Context: an optimization exercise on an open-source flow, tuned for small area. The choices shown serve that exercise and are no tape-out recipe. The RTL was checked by simulation tests, not by an equivalence proof against the original design. Power and IR drop assume default switching activity.

==> juniper <==
==> flow/design.v <==
package xgpon_bridge_pkg;
    typedef logic [31:0] pon_word_t;      
    typedef logic [7:0]  pre_len_t;       
    typedef logic [1:0]  cfg_addr_t;      
    typedef logic [15:0] frame_cnt_t;     
    localparam cfg_addr_t CFG_ADDR_PRE_LEN   = 2'd0;   
    localparam cfg_addr_t CFG_ADDR_PRE_PAT   = 2'd1;   
    localparam cfg_addr_t CFG_ADDR_TRAIL_PAT = 2'd2;   
    localparam pre_len_t  DEFAULT_PRE_LEN   = 8'd8;
    localparam pon_word_t DEFAULT_PRE_PAT   = 32'h0556_0556;
    localparam pon_word_t DEFAULT_TRAIL_PAT = 32'h3C5A_A5C3;
    typedef enum logic [1:0] {
        FR_IDLE,         
        FR_PREAMBLE,     
        FR_PAYLOAD,      
        FR_TRAILER       
    } framer_state_t;
    typedef enum logic {
        DF_HUNT,         
        DF_PAYLOAD       
    } deframer_state_t;
endpackage
`timescale 1ns/1ps
module burst_config_regs #(
    parameter int MAX_PRE_LEN = 16
) (
    input  logic                          axis_clk,
    input  logic                          rst_n,
    input  logic                          cfg_wr,
    input  xgpon_bridge_pkg::cfg_addr_t   cfg_addr,
    input  xgpon_bridge_pkg::pon_word_t   cfg_wdata,
    output logic [3:0]                    pre_lm1,      
    output xgpon_bridge_pkg::pon_word_t   pre_pat,
    output xgpon_bridge_pkg::pon_word_t   trail_pat
);
    logic [3:0] len_clamped;    
    always_comb begin
        if (cfg_wdata > 32'd16) begin
            len_clamped = 4'd15;
        end else if (cfg_wdata == '0) begin
            len_clamped = 4'd0;                  
        end else begin
            len_clamped = cfg_wdata[3:0] - 4'd1;
        end
    end
    always_ff @(posedge axis_clk or negedge rst_n) begin
        if (!rst_n) begin
            pre_lm1   <= 4'd7;                   
            pre_pat   <= xgpon_bridge_pkg::DEFAULT_PRE_PAT;
            trail_pat <= xgpon_bridge_pkg::DEFAULT_TRAIL_PAT;
        end else if (cfg_wr) begin
            case (cfg_addr)
                xgpon_bridge_pkg::CFG_ADDR_PRE_LEN:   pre_lm1   <= len_clamped;
                xgpon_bridge_pkg::CFG_ADDR_PRE_PAT:   pre_pat   <= cfg_wdata;
                xgpon_bridge_pkg::CFG_ADDR_TRAIL_PAT: trail_pat <= cfg_wdata;
                default: ;                       
            endcase
        end
    end
endmodule
`timescale 1ns/1ps
module burst_framer (
    input  logic                          axis_clk,
    input  logic                          rst_n,
    input  xgpon_bridge_pkg::pon_word_t   eth_rx_data,
    input  logic                          eth_rx_valid,
    input  logic                          eth_rx_last,
    input  logic [3:0]                    pre_lm1,      
    input  xgpon_bridge_pkg::pon_word_t   pre_pat,
    input  xgpon_bridge_pkg::pon_word_t   trail_pat,
    output xgpon_bridge_pkg::pon_word_t   pon_tx_data,
    output logic                          pon_tx_valid
);
    typedef xgpon_bridge_pkg::pon_word_t word_t;
    word_t d0;
    word_t s8 [8];
    word_t s4 [4];
    word_t s2 [2];
    word_t s1;
    word_t a8, a4, a2;
    assign a8 = pre_lm1[3] ? s8[7] : d0;
    assign a4 = pre_lm1[2] ? s4[3] : a8;
    assign a2 = pre_lm1[1] ? s2[1] : a4;
    always_ff @(posedge axis_clk) begin
        d0    <= eth_rx_data;
        s8[0] <= d0;
        for (int i = 1; i < 8; i++) s8[i] <= s8[i-1];
        s4[0] <= a8;
        for (int i = 1; i < 4; i++) s4[i] <= s4[i-1];
        s2[0] <= a4;
        s2[1] <= s2[0];
        s1    <= a2;
    end
    localparam logic [1:0] O_NONE = 2'd0, O_PRE = 2'd1, O_PAY = 2'd2, O_TRL = 2'd3;
    logic [1:0] cur, nxt;
    logic [3:0] pre_cnt;    
    logic [4:0] end_cnt;    
    always_comb begin
        case (cur)
            O_PRE:   nxt = (pre_cnt == 4'd0) ? O_PAY : O_PRE;
            O_PAY:   nxt = (end_cnt[4] & end_cnt[0]) ? O_TRL : O_PAY;
            default: nxt = eth_rx_valid ? O_PRE : O_NONE;
        endcase
    end
    logic [1:0] osel;
    assign osel = (nxt == O_PAY) ? {1'b1, pre_lm1[0]} : {1'b0, nxt == O_TRL};
    always_ff @(posedge axis_clk or negedge rst_n) begin
        if (!rst_n) begin
            cur <= O_NONE;
        end else begin
            cur <= nxt;
        end
    end
    always_ff @(posedge axis_clk) begin
        if (cur == O_PRE) pre_cnt <= pre_cnt - 4'd1;
        else              pre_cnt <= pre_lm1;
        if (eth_rx_valid) end_cnt <= eth_rx_last ? {1'b0, pre_lm1} : 5'd16;
        else              end_cnt <= end_cnt - 5'd1;
        case (osel)
            2'd0:    pon_tx_data <= pre_pat;
            2'd1:    pon_tx_data <= trail_pat;
            2'd2:    pon_tx_data <= a2;
            default: pon_tx_data <= s1;
        endcase
    end
    assign pon_tx_valid = (cur != O_NONE);
endmodule
`timescale 1ns/1ps
module burst_deframer (
    input  logic                          axis_clk,
    input  logic                          rst_n,
    input  xgpon_bridge_pkg::pon_word_t   pon_rx_data,
    input  logic                          pon_rx_valid,
    input  xgpon_bridge_pkg::pon_word_t   pre_pat,
    input  xgpon_bridge_pkg::pon_word_t   trail_pat,
    output xgpon_bridge_pkg::pon_word_t   eth_tx_data,
    output logic                          eth_tx_valid,
    output logic                          eth_tx_last,
    output logic                          burst_error,
    output xgpon_bridge_pkg::frame_cnt_t  frame_count
);
    localparam logic [2:0] SYNC_MAX = 3'd5;
    localparam logic [2:0] PAYLOAD  = 3'd7;
    xgpon_bridge_pkg::pon_word_t hold_word;    
    logic [2:0]                  run;
    logic                        is_pre;
    logic                        is_trail;
    logic [1:0]                  strobe;       
    assign eth_tx_valid = strobe[0];
    assign eth_tx_last  = strobe[1] & strobe[0];
    assign burst_error  = strobe[1] & ~strobe[0];
    assign is_pre   = pon_rx_valid && (pon_rx_data == pre_pat);
    assign is_trail = (pon_rx_data == trail_pat);
    always_ff @(posedge axis_clk) begin
        hold_word   <= pon_rx_data;
        eth_tx_data <= hold_word;
    end
    always_ff @(posedge axis_clk or negedge rst_n) begin
        if (!rst_n) begin
            run          <= '0;
            strobe       <= 2'b00;
            frame_count  <= '0;
        end else begin
            strobe <= 2'b00;         
            if (run == PAYLOAD) begin
                if (!pon_rx_valid) begin
                    strobe      <= 2'b10;               
                    run         <= '0;
                end else begin
                    strobe <= 2'b01;
                    if (is_trail) begin
                        strobe      <= 2'b11;           
                        frame_count <= frame_count + 1'b1;
                        run         <= '0;
                    end
                end
            end else if (is_pre) begin
                if (run != SYNC_MAX) run <= run + 3'd1;
            end else if (run == SYNC_MAX && pon_rx_valid && !is_trail) begin
                run <= PAYLOAD;                         
            end else begin
                run <= '0;
            end
        end
    end
endmodule
`timescale 1ns/1ps
module xgpon_bridge_top #(
    parameter int MAX_PRE_LEN    = 16,   
    parameter int SYNC_THRESHOLD = 5     
) (
    input  logic                          axis_clk,
    input  logic                          rst_n,
    input  logic                          cfg_wr,
    input  xgpon_bridge_pkg::cfg_addr_t   cfg_addr,
    input  xgpon_bridge_pkg::pon_word_t   cfg_wdata,
    input  xgpon_bridge_pkg::pon_word_t   eth_rx_data,
    input  logic                          eth_rx_valid,
    input  logic                          eth_rx_last,
    output xgpon_bridge_pkg::pon_word_t   pon_tx_data,
    output logic                          pon_tx_valid,
    input  xgpon_bridge_pkg::pon_word_t   pon_rx_data,
    input  logic                          pon_rx_valid,
    output xgpon_bridge_pkg::pon_word_t   eth_tx_data,
    output logic                          eth_tx_valid,
    output logic                          eth_tx_last,
    output logic                          burst_error,
    output xgpon_bridge_pkg::frame_cnt_t  frame_count
);
    logic [3:0]                  pre_lm1;      
    xgpon_bridge_pkg::pon_word_t pre_pat;      
    xgpon_bridge_pkg::pon_word_t trail_pat;    
    burst_config_regs #(
        .MAX_PRE_LEN (MAX_PRE_LEN)
    ) burst_config_regs_inst (
        .axis_clk  (axis_clk),
        .rst_n     (rst_n),
        .cfg_wr    (cfg_wr),
        .cfg_addr  (cfg_addr),
        .cfg_wdata (cfg_wdata),
        .pre_lm1   (pre_lm1),
        .pre_pat   (pre_pat),
        .trail_pat (trail_pat)
    );
    burst_framer burst_framer_inst (
        .axis_clk     (axis_clk),
        .rst_n        (rst_n),
        .eth_rx_data  (eth_rx_data),
        .eth_rx_valid (eth_rx_valid),
        .eth_rx_last  (eth_rx_last),
        .pre_lm1      (pre_lm1),
        .pre_pat      (pre_pat),
        .trail_pat    (trail_pat),
        .pon_tx_data  (pon_tx_data),
        .pon_tx_valid (pon_tx_valid)
    );
    burst_deframer burst_deframer_inst (
        .axis_clk     (axis_clk),
        .rst_n        (rst_n),
        .pon_rx_data  (pon_rx_data),
        .pon_rx_valid (pon_rx_valid),
        .pre_pat      (pre_pat),
        .trail_pat    (trail_pat),
        .eth_tx_data  (eth_tx_data),
        .eth_tx_valid (eth_tx_valid),
        .eth_tx_last  (eth_tx_last),
        .burst_error  (burst_error),
        .frame_count  (frame_count)
    );
endmodule
==> flow/flow/run.sh <==
#!/bin/bash
# The standard layout, with three changes:
#  - ABC maps with an area-oriented recipe and no upsizing (flow/abc_area_nf.script); the
#    registers come out of Yosys exactly as in the standard synthesis
#  - port buffers use buf_1
#  - the clock tree uses clkbuf_8 in clusters of up to 20 and no dummy loads
set -euo pipefail
rm -rf scripts_abc
cp -r "$FLOW_HOME/scripts" scripts_abc
cp flow/abc_area_nf.script scripts_abc/abc_speed.script
export BUFFER_PORTS_ARGS="-buffer_cell sky130_fd_sc_hd__buf_1"
export CTS_ARGS="-sink_clustering_enable -repair_clock_nets -dont_use_dummy_load -buf_list sky130_fd_sc_hd__clkbuf_8 -sink_clustering_size 20 -sink_clustering_max_diameter 45"
bash standard.sh finish SCRIPTS_DIR="$PWD/scripts_abc" > standard.log 2>&1
==> flow/flow/abc_area_nf.script <==
&get -n
&st
&dch
&nf -a -R 1000
&put
topo
stime -c
dnsize -c
==> flow/standard.sh <==
#!/bin/bash
# synth_recipe.tcl (not shown) runs the flow's synth.tcl, then flattens the netlist and writes it again
# the make line also repeats each setting of config.mk as NAME=value (left out here)
make -C /OpenROAD-flow-scripts/flow DESIGN_CONFIG=/design/flow/config.mk WORK_HOME=/design/flow/orfs CLKGATE_MAP_FILE= SYNTH_SCRIPT=/design/flow/synth_recipe.tcl "${@:-finish}"
==> flow/config.mk <==
export PLATFORM = sky130hd
export DESIGN_NAME = xgpon_bridge_top
export DESIGN_NICKNAME = xgpon_bridge_top
export VERILOG_FILES = /design/flow/design.v
export SDC_FILE = /design/flow/constraint.sdc
export NUM_CORES = 4
export LEC_CHECK = 0
export CAP_MARGIN = 20
export CORE_MARGIN = 2
export CORE_UTILIZATION = 55
export SLEW_MARGIN = 20
==> flow/constraint.sdc <==
create_clock -name core_clock -period 4.0 [get_ports {axis_clk}]
set_input_delay 0.8000 -clock core_clock [delete_from_list [all_inputs] [get_ports {axis_clk}]]
set_output_delay 0.8000 -clock core_clock [all_outputs]
set_load 0.01 [all_outputs]
==> ember: changes against juniper <==
--- a/flow/design.v
+++ b/flow/design.v
@@ -77,10 +77,11 @@
     word_t s4 [4];
     word_t s2 [2];
     word_t s1;
-    word_t a8, a4, a2;
+    word_t a8, a4, a2, a1;
     assign a8 = pre_lm1[3] ? s8[7] : d0;
     assign a4 = pre_lm1[2] ? s4[3] : a8;
     assign a2 = pre_lm1[1] ? s2[1] : a4;
+    assign a1 = pre_lm1[0] ? s1    : a2;
     always_ff @(posedge axis_clk) begin
         d0    <= eth_rx_data;
         s8[0] <= d0;
@@ -102,8 +103,6 @@
             default: nxt = eth_rx_valid ? O_PRE : O_NONE;
         endcase
     end
-    logic [1:0] osel;
-    assign osel = (nxt == O_PAY) ? {1'b1, pre_lm1[0]} : {1'b0, nxt == O_TRL};
     always_ff @(posedge axis_clk or negedge rst_n) begin
         if (!rst_n) begin
             cur <= O_NONE;
@@ -114,13 +113,12 @@
     always_ff @(posedge axis_clk) begin
         if (cur == O_PRE) pre_cnt <= pre_cnt - 4'd1;
         else              pre_cnt <= pre_lm1;
-        if (eth_rx_valid) end_cnt <= eth_rx_last ? {1'b0, pre_lm1} : 5'd16;
-        else              end_cnt <= end_cnt - 5'd1;
-        case (osel)
-            2'd0:    pon_tx_data <= pre_pat;
-            2'd1:    pon_tx_data <= trail_pat;
-            2'd2:    pon_tx_data <= a2;
-            default: pon_tx_data <= s1;
+        if (eth_rx_valid)   end_cnt <= eth_rx_last ? {1'b0, pre_lm1} : 5'd16;
+        else if (!end_cnt[4]) end_cnt <= end_cnt - 5'd1;
+        case (nxt)
+            O_PAY:   pon_tx_data <= a1;
+            O_TRL:   pon_tx_data <= trail_pat;
+            default: pon_tx_data <= pre_pat;
         endcase
     end
     assign pon_tx_valid = (cur != O_NONE);
@@ -145,10 +143,6 @@
     logic [2:0]                  run;
     logic                        is_pre;
     logic                        is_trail;
-    logic [1:0]                  strobe;       
-    assign eth_tx_valid = strobe[0];
-    assign eth_tx_last  = strobe[1] & strobe[0];
-    assign burst_error  = strobe[1] & ~strobe[0];
     assign is_pre   = pon_rx_valid && (pon_rx_data == pre_pat);
     assign is_trail = (pon_rx_data == trail_pat);
     always_ff @(posedge axis_clk) begin
@@ -158,18 +152,22 @@
     always_ff @(posedge axis_clk or negedge rst_n) begin
         if (!rst_n) begin
             run          <= '0;
-            strobe       <= 2'b00;
+            eth_tx_valid <= 1'b0;
+            eth_tx_last  <= 1'b0;
+            burst_error  <= 1'b0;
             frame_count  <= '0;
         end else begin
-            strobe <= 2'b00;         
+            eth_tx_valid <= 1'b0;    
+            eth_tx_last  <= 1'b0;
+            burst_error  <= 1'b0;
             if (run == PAYLOAD) begin
                 if (!pon_rx_valid) begin
-                    strobe      <= 2'b10;               
+                    burst_error <= 1'b1;                
                     run         <= '0;
                 end else begin
-                    strobe <= 2'b01;
+                    eth_tx_valid <= 1'b1;
                     if (is_trail) begin
-                        strobe      <= 2'b11;           
+                        eth_tx_last <= 1'b1;            
                         frame_count <= frame_count + 1'b1;
                         run         <= '0;
                     end
==> flow/run.sh (new file) <==
#!/bin/bash
# synth_recipe.tcl (not shown) runs the flow's synth.tcl, then flattens the netlist and writes it again
# the make line also repeats each setting of config.mk as NAME=value (left out here)
make -C /OpenROAD-flow-scripts/flow DESIGN_CONFIG=/design/flow/config.mk WORK_HOME=/design/flow/orfs CLKGATE_MAP_FILE= SYNTH_SCRIPT=/design/flow/synth_recipe.tcl finish
CORE_UTILIZATION = 40   (was 55)
removed: flow/flow/run.sh
removed: flow/flow/abc_area_nf.script
removed: flow/standard.sh
==> indigo: changes against juniper <==
--- a/flow/design.v
+++ b/flow/design.v
@@ -77,10 +77,11 @@
     word_t s4 [4];
     word_t s2 [2];
     word_t s1;
-    word_t a8, a4, a2;
+    word_t a8, a4, a2, a1;
     assign a8 = pre_lm1[3] ? s8[7] : d0;
     assign a4 = pre_lm1[2] ? s4[3] : a8;
     assign a2 = pre_lm1[1] ? s2[1] : a4;
+    assign a1 = pre_lm1[0] ? s1    : a2;
     always_ff @(posedge axis_clk) begin
         d0    <= eth_rx_data;
         s8[0] <= d0;
@@ -102,8 +103,6 @@
             default: nxt = eth_rx_valid ? O_PRE : O_NONE;
         endcase
     end
-    logic [1:0] osel;
-    assign osel = (nxt == O_PAY) ? {1'b1, pre_lm1[0]} : {1'b0, nxt == O_TRL};
     always_ff @(posedge axis_clk or negedge rst_n) begin
         if (!rst_n) begin
             cur <= O_NONE;
@@ -114,13 +113,12 @@
     always_ff @(posedge axis_clk) begin
         if (cur == O_PRE) pre_cnt <= pre_cnt - 4'd1;
         else              pre_cnt <= pre_lm1;
-        if (eth_rx_valid) end_cnt <= eth_rx_last ? {1'b0, pre_lm1} : 5'd16;
-        else              end_cnt <= end_cnt - 5'd1;
-        case (osel)
-            2'd0:    pon_tx_data <= pre_pat;
-            2'd1:    pon_tx_data <= trail_pat;
-            2'd2:    pon_tx_data <= a2;
-            default: pon_tx_data <= s1;
+        if (eth_rx_valid)   end_cnt <= eth_rx_last ? {1'b0, pre_lm1} : 5'd16;
+        else if (!end_cnt[4]) end_cnt <= end_cnt - 5'd1;
+        case (nxt)
+            O_PAY:   pon_tx_data <= a1;
+            O_TRL:   pon_tx_data <= trail_pat;
+            default: pon_tx_data <= pre_pat;
         endcase
     end
     assign pon_tx_valid = (cur != O_NONE);
@@ -145,10 +143,6 @@
     logic [2:0]                  run;
     logic                        is_pre;
     logic                        is_trail;
-    logic [1:0]                  strobe;       
-    assign eth_tx_valid = strobe[0];
-    assign eth_tx_last  = strobe[1] & strobe[0];
-    assign burst_error  = strobe[1] & ~strobe[0];
     assign is_pre   = pon_rx_valid && (pon_rx_data == pre_pat);
     assign is_trail = (pon_rx_data == trail_pat);
     always_ff @(posedge axis_clk) begin
@@ -158,18 +152,22 @@
     always_ff @(posedge axis_clk or negedge rst_n) begin
         if (!rst_n) begin
             run          <= '0;
-            strobe       <= 2'b00;
+            eth_tx_valid <= 1'b0;
+            eth_tx_last  <= 1'b0;
+            burst_error  <= 1'b0;
             frame_count  <= '0;
         end else begin
-            strobe <= 2'b00;         
+            eth_tx_valid <= 1'b0;    
+            eth_tx_last  <= 1'b0;
+            burst_error  <= 1'b0;
             if (run == PAYLOAD) begin
                 if (!pon_rx_valid) begin
-                    strobe      <= 2'b10;               
+                    burst_error <= 1'b1;                
                     run         <= '0;
                 end else begin
-                    strobe <= 2'b01;
+                    eth_tx_valid <= 1'b1;
                     if (is_trail) begin
-                        strobe      <= 2'b11;           
+                        eth_tx_last <= 1'b1;            
                         frame_count <= frame_count + 1'b1;
                         run         <= '0;
                     end
==> flow/flow/run.sh (replaced) <==
#!/bin/bash
# The standard layout, with three changes:
#  - ABC maps with an area-oriented recipe (flow/abc_area_nf.script); the
#    registers come out of Yosys exactly as in the standard synthesis
#  - port buffers use buf_1
#  - the clock tree uses clkbuf_4 in small clusters and no dummy loads
set -euo pipefail
rm -rf scripts_abc
cp -r "$FLOW_HOME/scripts" scripts_abc
cp flow/abc_area_nf.script scripts_abc/abc_speed.script
export BUFFER_PORTS_ARGS="-buffer_cell sky130_fd_sc_hd__buf_1"
export CTS_ARGS="-sink_clustering_enable -repair_clock_nets -dont_use_dummy_load -buf_list sky130_fd_sc_hd__clkbuf_4 -sink_clustering_size 10 -sink_clustering_max_diameter 40"
bash standard.sh finish SCRIPTS_DIR="$PWD/scripts_abc" > standard.log 2>&1
==> flow/flow/abc_area_nf.script (replaced) <==
&get -n
&st
&dch
&nf -a -R 1000
&put
buffer -c
topo
stime -c
upsize -c
dnsize -c
CAP_MARGIN = 0   (was 20)
CORE_UTILIZATION = 75   (was 55)
SLEW_MARGIN = 0   (was 20)
==> zinc: changes against juniper <==
--- a/flow/design.v
+++ b/flow/design.v
@@ -145,10 +145,6 @@
     logic [2:0]                  run;
     logic                        is_pre;
     logic                        is_trail;
-    logic [1:0]                  strobe;       
-    assign eth_tx_valid = strobe[0];
-    assign eth_tx_last  = strobe[1] & strobe[0];
-    assign burst_error  = strobe[1] & ~strobe[0];
     assign is_pre   = pon_rx_valid && (pon_rx_data == pre_pat);
     assign is_trail = (pon_rx_data == trail_pat);
     always_ff @(posedge axis_clk) begin
@@ -158,18 +154,22 @@
     always_ff @(posedge axis_clk or negedge rst_n) begin
         if (!rst_n) begin
             run          <= '0;
-            strobe       <= 2'b00;
+            eth_tx_valid <= 1'b0;
+            eth_tx_last  <= 1'b0;
+            burst_error  <= 1'b0;
             frame_count  <= '0;
         end else begin
-            strobe <= 2'b00;         
+            eth_tx_valid <= 1'b0;    
+            eth_tx_last  <= 1'b0;
+            burst_error  <= 1'b0;
             if (run == PAYLOAD) begin
                 if (!pon_rx_valid) begin
-                    strobe      <= 2'b10;               
+                    burst_error <= 1'b1;                
                     run         <= '0;
                 end else begin
-                    strobe <= 2'b01;
+                    eth_tx_valid <= 1'b1;
                     if (is_trail) begin
-                        strobe      <= 2'b11;           
+                        eth_tx_last <= 1'b1;            
                         frame_count <= frame_count + 1'b1;
                         run         <= '0;
                     end
==> flow/flow/run.sh (replaced) <==
#!/bin/bash
# The standard layout, with three changes:
#  - ABC maps with an area-oriented recipe and no upsizing (flow/abc_area_nf.script); the
#    registers come out of Yosys exactly as in the standard synthesis
#  - port buffers use buf_1
#  - the clock tree uses clkbuf_8 in clusters of up to 16 and no dummy loads
set -euo pipefail
rm -rf scripts_abc
cp -r "$FLOW_HOME/scripts" scripts_abc
cp flow/abc_area_nf.script scripts_abc/abc_speed.script
export BUFFER_PORTS_ARGS="-buffer_cell sky130_fd_sc_hd__buf_1"
export CTS_ARGS="-sink_clustering_enable -repair_clock_nets -dont_use_dummy_load -buf_list sky130_fd_sc_hd__clkbuf_4 -sink_clustering_size 10 -sink_clustering_max_diameter 30"
bash standard.sh finish SCRIPTS_DIR="$PWD/scripts_abc" > standard.log 2>&1
CORE_UTILIZATION = 65   (was 55)
==> notes <==
- Between juniper and zinc, the lower sequential cell count is in juniper (gap 1).
- Cell count: ember > juniper > zinc > indigo.
- The highest global-route usage belongs to indigo, the lowest to ember.
- In final area, indigo and juniper hardly differ.
- In juniper the register-to-register slack is lower than in ember, by 0.096 ns.
- The lowest worst hold slack belongs to zinc, the highest to ember.
- Sequential power: zinc is lower than ember (about 0.9%).
- Against indigo, the utilization of ember is lower by 32 points.
- Clock power is about the same in zinc and juniper.
==> figures <==
|  | zinc | juniper | indigo | ember |
|---|---|---|---|---|
| Area of the mapped netlist | 0.0187 mm² | 0.0187 mm² | 0.0191 mm² | 0.0192 mm² |
| Core occupancy in the finished layout | 72.8% | 61.9% | 82.8% | 51.0% |
| Number of enable-type register cells in the synthesized netlist | 0 | 0 | 4 | 4 |
| Full die area | 0.0301 mm² | 0.0354 mm² | 0.0267 mm² | 0.0498 mm² |
| Crit-path slowest cell | sky130_fd_sc_hd__o21ai_2 | sky130_fd_sc_hd__or4_1 | sky130_fd_sc_hd__dfstp_2 | sky130_fd_sc_hd__or4_4 |
| HP Start | eth_rx_data[16] | eth_rx_data[13] | eth_rx_data[1] | burst_framer_inst.s4[0][1] |
| Distinct cell type count of the synthesized netlist | 39 | 39 | 48 | 45 |
| Slowest stage delay, CP | 0.71 ns | 0.58 ns | 0.57 ns | 0.70 ns |
| Multi-input combinational cell count | 520 | 526 | 515 | 509 |
| Die height | 174 µm | 188 µm | 163 µm | 223 µm |
| Layout-to-synthesis area ratio | 1.110x | 1.110x | 1.087x | 1.262x |
| Insertion delay to the later sink of the worst-skew pair | 0.71 ns | 0.65 ns | 0.74 ns | 0.58 ns |
| Clock input transition at the sequential cells of the worst setup and hold paths | 0.09 ns | 0.11 ns | 0.10 ns | 0.06 ns |
| Final period util | 71.2% | 72.1% | 65.3% | 73.2% |
| Metal-1 WL | 15500 µm | 16600 µm | 14800 µm | 18500 µm |
| Tot GR Track Use | 24.0% | 20.2% | 27.5% | 16.1% |
| Result of the run | finished clean | finished clean | finished clean | finished clean |
| Critical path startpoint category | register | register | register | input pin |
| Buffer share of cell area | 3.90% | 3.80% | 3.79% | 8.35% |

afterwards: timing with drivers on the ports:
The results above use ideal ports. As a check the final layouts listed here were re-extracted and re-timed, cells and wires unchanged.
Step 1 sets driving cells, clkbuf_16 on the clock port and buf_2 on the other inputs (assumed; they add their load-dependent delay and slew).
Step 2, shift: input delay + t, output delay - t, t = (earliest + latest rising clock arrival at the registers) / 2. This alone moves slack from input paths to output paths.
Three values: ideal, step 1, step 2; two values: the first two.
run | t, ns | setup slack, ns | hold WS [ns] | worst data-port slew with drivers (ns)
juniper | 0.661 | 1.114 / 1.114 / 0.661 | 0.217 / 0.192 / 0.292 | 0.08
ember | 0.631 | 1.073 / 1.104 / 0.472 | 0.307 / 0.307 / 0.307 | 0.10
indigo | 0.730 | 1.389 / 1.389 / 0.845 | 0.155 / 0.139 / 0.267 | 0.07
zinc | 0.732 | 1.154 / 1.154 / 0.685 | 0.154 / 0.128 / 0.267 | 0.09
After both steps setup and hold are still met in every run listed. For ember, which loses most, drivers alone change the setup slack by +0.031 ns; drivers and shift together by -0.601 ns.
